Context: an optimization exercise on an open-source flow, tuned for small area. The choices shown serve that exercise and are no tape-out recipe.
Only simulation tests tie the RTL to the original design; equivalence was not proved.
Power and IR drop assume default switching activity.

## typing_game
module typing_game (
	input  logic        clk,
	input  logic        arst_n,
	input  logic [7:0]  ascii,
	input  logic        ctrl,
	input  logic [2:0]  slot_sel,
	output logic [1:0]  state,
	output logic [11:0] time_bcd,
	output logic [11:0] hit_bcd,
	output logic [11:0] miss_bcd,
	output logic        slot_valid,
	output logic [11:0] slot_x,
	output logic [11:0] slot_y,
	output logic [7:0]  slot_text,
	output logic [1:0]  slot_color
);
export LEC_CHECK = 0
export CAP_MARGIN = 20
export CORE_MARGIN = 2
export CORE_UTILIZATION = 40
export PLACE_DENSITY = 0.5
export SLEW_MARGIN = 20
create_clock -name core_clock -period 10.0 [get_ports {clk}]
standard.sh (not shown) runs the stock make flow with config.mk's settings and CLKGATE_MAP_FILE= SYNTH_SCRIPT=/design/flow/synth_recipe.tcl, a recipe that flattens the netlist after the stock synthesis.
==> flow/flow/run.sh <==
#!/bin/bash
# The standard layout (standard.sh) with three changes:
#  - synthesis: synth_recipe.tcl as is, but ABC maps for area (flow/area.abc);
#  - clock tree: no dummy loads, small clock buffers in small clusters;
#  - ports: buffered with the smallest buffer.
# Each ORFS step keeps its own log under orfs/logs; make's output goes to
# standard.log.
set -euo pipefail
here=$(pwd)
export FLOW_AREA_ABC=$here/flow/area.abc
export FLOW_SYNTH_TCL=$here/synth_recipe.tcl
export CTS_ARGS="-sink_clustering_enable -repair_clock_nets -sink_clustering_size 24 -sink_clustering_max_diameter 100 -buf_list sky130_fd_sc_hd__clkbuf_16 -dont_use_dummy_load"
export BUFFER_PORTS_ARGS="-buffer_cell sky130_fd_sc_hd__buf_1"
sed "s#SYNTH_SCRIPT=[^ ]*#SYNTH_SCRIPT=$here/flow/synth_area.tcl#" standard.sh > standard_area.sh
grep -q "SYNTH_SCRIPT=$here/flow/synth_area.tcl" standard_area.sh
bash standard_area.sh > standard.log 2>&1
==> flow/flow/area.abc <==
strash
&get -n
&fraig -x
&put
scorr
dc2
strash
&get -n
&dch -f
&nf -R 1000 -p
&put
==> flow/flow/synth_area.tcl <==
# The standard synthesis script (synth_recipe.tcl, unchanged), with only the
# ABC script of the technology-mapping step swapped for an area-oriented one.
# Flip-flops are mapped before ABC runs, so the registers are the standard ones.
proc abc {args} {
  set i [lsearch -exact $args -script]
  if { $i >= 0 } { lset args [expr {$i + 1}] $::env(FLOW_AREA_ABC) }
  yosys abc {*}$args
}
source $::env(FLOW_SYNTH_TCL)
Then changed:
--- a/flow/flow/run.sh
+++ b/flow/flow/run.sh
@@ -10,5 +10,5 @@
 export FLOW_AREA_ABC=$here/flow/area.abc
 export FLOW_SYNTH_TCL=$here/synth_recipe.tcl
-export CTS_ARGS="-sink_clustering_enable -repair_clock_nets -sink_clustering_size 24 -sink_clustering_max_diameter 100 -buf_list sky130_fd_sc_hd__clkbuf_16 -dont_use_dummy_load"
+export CTS_ARGS="-sink_clustering_enable -repair_clock_nets -sink_clustering_size 16 -sink_clustering_max_diameter 80 -buf_list sky130_fd_sc_hd__clkbuf_8 -dont_use_dummy_load"
 export BUFFER_PORTS_ARGS="-buffer_cell sky130_fd_sc_hd__buf_1"
 sed "s#SYNTH_SCRIPT=[^ ]*#SYNTH_SCRIPT=$here/flow/synth_area.tcl#" standard.sh > standard_area.sh
==> flow/flow/area.abc (replaced) <==
strash
&get -n
&fraig -x
&put
scorr
dc2
strash
&get -n
&dch -f
&nf -R 1000 -p
&put
mfs3 -a
Result: Register-to-register slack degrades by 0.37 ns. Sequential power stays flat. Clock-buffer cell count went up by 7. Total power went down by 4.0%.

========
## wip/ember
typing_game, a different RTL version from the one above (not shown whole).
For scale: about 320 flip-flops, about 16000 um^2 of cells after synthesis.
## typing_game
module typing_game (
	input  logic        clk,
	input  logic        arst_n,
	input  logic [7:0]  ascii,
	input  logic        ctrl,
	input  logic [2:0]  slot_sel,
	output logic [1:0]  state,
	output logic [11:0] time_bcd,
	output logic [11:0] hit_bcd,
	output logic [11:0] miss_bcd,
	output logic        slot_valid,
	output logic [11:0] slot_x,
	output logic [11:0] slot_y,
	output logic [7:0]  slot_text,
	output logic [1:0]  slot_color
);
export LEC_CHECK = 0
export CAP_MARGIN = 20
export CORE_MARGIN = 2
export CORE_UTILIZATION = 40
export SLEW_MARGIN = 20
create_clock -name core_clock -period 10.0 [get_ports {clk}]
==> flow/flow/run.sh <==
#!/bin/bash
# Standard ORFS layout (the standard.sh, standard synthesis) with two changes:
# clock tree without dummy loads and with larger sink clusters, and the
# smallest buffer on the ports. Each ORFS step keeps its own log under orfs/logs;
# make's output goes to standard.log.
export CTS_ARGS="-sink_clustering_enable -repair_clock_nets -sink_clustering_size 28 -sink_clustering_max_diameter 80 -buf_list sky130_fd_sc_hd__clkbuf_16 -dont_use_dummy_load"
export BUFFER_PORTS_ARGS="-buffer_cell sky130_fd_sc_hd__buf_1"
bash standard.sh > standard.log 2>&1
wip/ember went all the way through the flow, and no timing, DRC or antenna check failed.
Here is what was changed in the inputs of wip/xenon compared with wip/ember.
-- flow/flow/run.sh --
<<< wip/ember, line 6
export CTS_ARGS="-sink_clustering_enable -repair_clock_nets -sink_clustering_size 28 -sink_clustering_max_diameter 80 -buf_list sky130_fd_sc_hd__clkbuf_16 -dont_use_dummy_load"
>>> wip/xenon, line 6
export CTS_ARGS="-sink_clustering_enable -repair_clock_nets -sink_clustering_size 14 -sink_clustering_max_diameter 60 -buf_list sky130_fd_sc_hd__clkbuf_8 -dont_use_dummy_load"
Notes after the runs:
- Against wip/ember, wip/xenon comes in 0.9 points higher on part of the power in combinational logic.
- Re area of the mapped netlist: no difference whatsoever between wip/xenon and wip/ember.
- wip/xenon gives more ratio of cells with drive above 1 in the final layout than wip/ember did.

========
## P
typing_game, a different RTL version from the one above (not shown whole).
Size in the first run: ~1500 cells after synthesis, roughly 320 flip-flops, roughly 15000 µm² of cells after synthesis.
Settings: LEC_CHECK=0, CAP_MARGIN=20, CORE_MARGIN=2, CORE_UTILIZATION=60, SLEW_MARGIN=20; clock period 10.0 ns.
==> flow/flow/run.sh <==
#!/bin/bash
# The standard layout (standard.sh) with three changes:
#  - synthesis: synth_recipe.tcl as is, but ABC maps for area (flow/area.abc);
#  - clock tree: no dummy loads, small clock buffers in small clusters;
#  - ports: buffered with the smallest buffer.
# Each ORFS step keeps its own log under orfs/logs; make's output goes to
# standard.log.
set -euo pipefail
here=$(pwd)
export FLOW_AREA_ABC=$here/flow/area.abc
export FLOW_SYNTH_TCL=$here/synth_recipe.tcl
export CTS_ARGS="-sink_clustering_enable -repair_clock_nets -sink_clustering_size 8 -sink_clustering_max_diameter 50 -buf_list sky130_fd_sc_hd__clkbuf_4 -dont_use_dummy_load"
export BUFFER_PORTS_ARGS="-buffer_cell sky130_fd_sc_hd__buf_1"
sed "s#SYNTH_SCRIPT=[^ ]*#SYNTH_SCRIPT=$here/flow/synth_area.tcl#" standard.sh > standard_area.sh
grep -q "SYNTH_SCRIPT=$here/flow/synth_area.tcl" standard_area.sh
bash standard_area.sh > standard.log 2>&1
==> flow/flow/area.abc <==
strash
&get -n
&fraig -x
&put
scorr
dc2
strash
&get -n
&dch -f
&nf -R 1000 -p
&put
Scripts as last shown in full above: flow/flow/synth_area.tcl
Per the final summary, P finished and its layout is clean on timing, DRC and antenna.
diff inputs: P => Q
Settings: CORE_UTILIZATION now 40, was 60.
[summary]
Compared with P, in Q total length of routed wires now sits higher, number of buffers outside the clock class in the layout now sits higher, peak ir drop on the vdd network now sits lower, first-pass GRT wire length now sits higher, global-route usage now sits lower. When the final numbers for Q and P were put side by side, the power share of the clock group turned out to be smaller in P. Comparing Q with P, the overflow left after global routing came out essentially unchanged. Looking at largest net degree at the start of global routing, Q sits 9.1% higher than P does. Cmp Q vs P: final period demand of the worst path lower in Q.

========
## wip/onyx
typing_game with an RTL version that a note above also has.
For scale: roughly 0.016 sq mm of cells after synthesis.
export LEC_CHECK = 0
export CAP_MARGIN = 0
export CORE_MARGIN = 2
export CORE_UTILIZATION = 40
export SLEW_MARGIN = 0
create_clock -name core_clock -period 10.0 [get_ports {clk}]
==> flow/flow/run.sh <==
#!/bin/bash
# Standard ORFS layout (the standard.sh, standard synthesis) with two changes:
# clock tree without dummy loads and with larger sink clusters, and the
# smallest buffer on the ports. Each ORFS step keeps its own log under orfs/logs;
# make's output goes to standard.log.
export CTS_ARGS="-sink_clustering_enable -repair_clock_nets -sink_clustering_size 8 -sink_clustering_max_diameter 50 -buf_list sky130_fd_sc_hd__clkbuf_4 -dont_use_dummy_load"
export BUFFER_PORTS_ARGS="-buffer_cell sky130_fd_sc_hd__buf_1"
bash standard.sh > standard.log 2>&1
wip/onyx | status: complete | timing, DRC, antenna: pass
Setup changes, wip/onyx to wip/nickel
# wip/onyx
export LEC_CHECK = 0
export CAP_MARGIN = 0
export CORE_MARGIN = 2
export CORE_UTILIZATION = 40
export SLEW_MARGIN = 0
create_clock -name core_clock -period 10.0 [get_ports {clk}]
# wip/nickel
export LEC_CHECK = 0
export CAP_MARGIN = 20
export CORE_MARGIN = 2
export CORE_UTILIZATION = 40
export SLEW_MARGIN = 20
create_clock -name core_clock -period 10.0 [get_ports {clk}]
==> flow/flow/run.sh <==
#!/bin/bash
# The standard layout (standard.sh) with three changes:
#  - synthesis: synth_recipe.tcl as is, but ABC maps for area (flow/area.abc);
#  - clock tree: no dummy loads, small clock buffers in small clusters;
#  - ports: buffered with the smallest buffer.
# Each ORFS step keeps its own log under orfs/logs; make's output goes to
# standard.log.
set -euo pipefail
here=$(pwd)
export FLOW_AREA_ABC=$here/flow/area.abc
export FLOW_SYNTH_TCL=$here/synth_recipe.tcl
export CTS_ARGS="-sink_clustering_enable -repair_clock_nets -sink_clustering_size 8 -sink_clustering_max_diameter 50 -buf_list sky130_fd_sc_hd__clkbuf_4 -dont_use_dummy_load"
export BUFFER_PORTS_ARGS="-buffer_cell sky130_fd_sc_hd__buf_1"
sed "s#SYNTH_SCRIPT=[^ ]*#SYNTH_SCRIPT=$here/flow/synth_area.tcl#" standard.sh > standard_area.sh
grep -q "SYNTH_SCRIPT=$here/flow/synth_area.tcl" standard_area.sh
bash standard_area.sh > standard.log 2>&1
==> flow/flow/area.abc (new file) <==
strash
&get -n
&fraig -x
&put
scorr
dc2
strash
&get -n
&dch -f
&nf -R 1000 -p
&put
==> flow/flow/synth_area.tcl (new file) <==
# The standard synthesis script (synth_recipe.tcl, unchanged), with only the
# ABC script of the technology-mapping step swapped for an area-oriented one.
# Flip-flops are mapped before ABC runs, so the registers are the standard ones.
proc abc {args} {
  set i [lsearch -exact $args -script]
  if { $i >= 0 } { lset args [expr {$i + 1}] $::env(FLOW_AREA_ABC) }
  yosys abc {*}$args
}
source $::env(FLOW_SYNTH_TCL)
## What came out
[wip/nickel vs wip/onyx] setup slack: lower in wip/nickel
Compared to wip/onyx, wip/nickel reaches a lower achievable clock.
wip/nickel reached the final stage; the timing, DRC and antenna checks on its layout passed.
The sum of met2 wire segment lengths after detailed routing number comes out lower for wip/nickel vs wip/onyx.
On met1 wire length, the higher figure sits with wip/onyx, not wip/nickel.
wip/onyx and wip/nickel ended up with roughly the same clock-cell share of area.
From wip/onyx to wip/nickel the numbers moved as follows: cell area lost 880 sq um, number of violations reported at the end of detailed-routing iteration 0 picked up an extra 3.7%.

-- afterwards: timing with drivers on the ports --
Ports are ideal in the flow. The routed layouts listed here were re-timed in OpenROAD.
Step 1 assumes that a clkbuf_16 drives the clock port and a buf_2 every other input.
Step 2 also shifts input and output timing later by t, the mid clock arrival at the registers, as if the neighbouring blocks saw the same clock.
Slacks: ideal / step 1 / step 2; pairs: ideal / step 1.
run	t (ns)	setup slack, ns	worst hold slack (ns)	pins driven straight from the clock port
the first run of note 1	0.551	3.604 / 3.572 / 3.572	0.472 / 0.472 / 0.472	1
the second run of note 1	0.628	3.732 / 3.713 / 3.713	0.469 / 0.469 / 0.469	1
wip/ember	0.593	3.892 / 3.870 / 3.870	0.482 / 0.482 / 0.482	1
wip/xenon	0.682	3.900 / 3.878 / 3.878	0.485 / 0.485 / 0.485	1
P	0.704	3.955 / 3.933 / 3.933	0.456 / 0.456 / 0.456	1
Q	0.791	3.986 / 3.961 / 3.961	0.460 / 0.460 / 0.460	1
wip/onyx	0.824	3.893 / 3.872 / 3.872	0.485 / 0.485 / 0.485	1
wip/nickel	0.799	3.857 / 3.834 / 3.834	0.446 / 0.446 / 0.446	1
After both steps setup and hold are still met in every run listed. The setup slack of the first run of note 1, which loses most, moves by -0.032 ns with the drivers and by -0.032 ns with both steps.
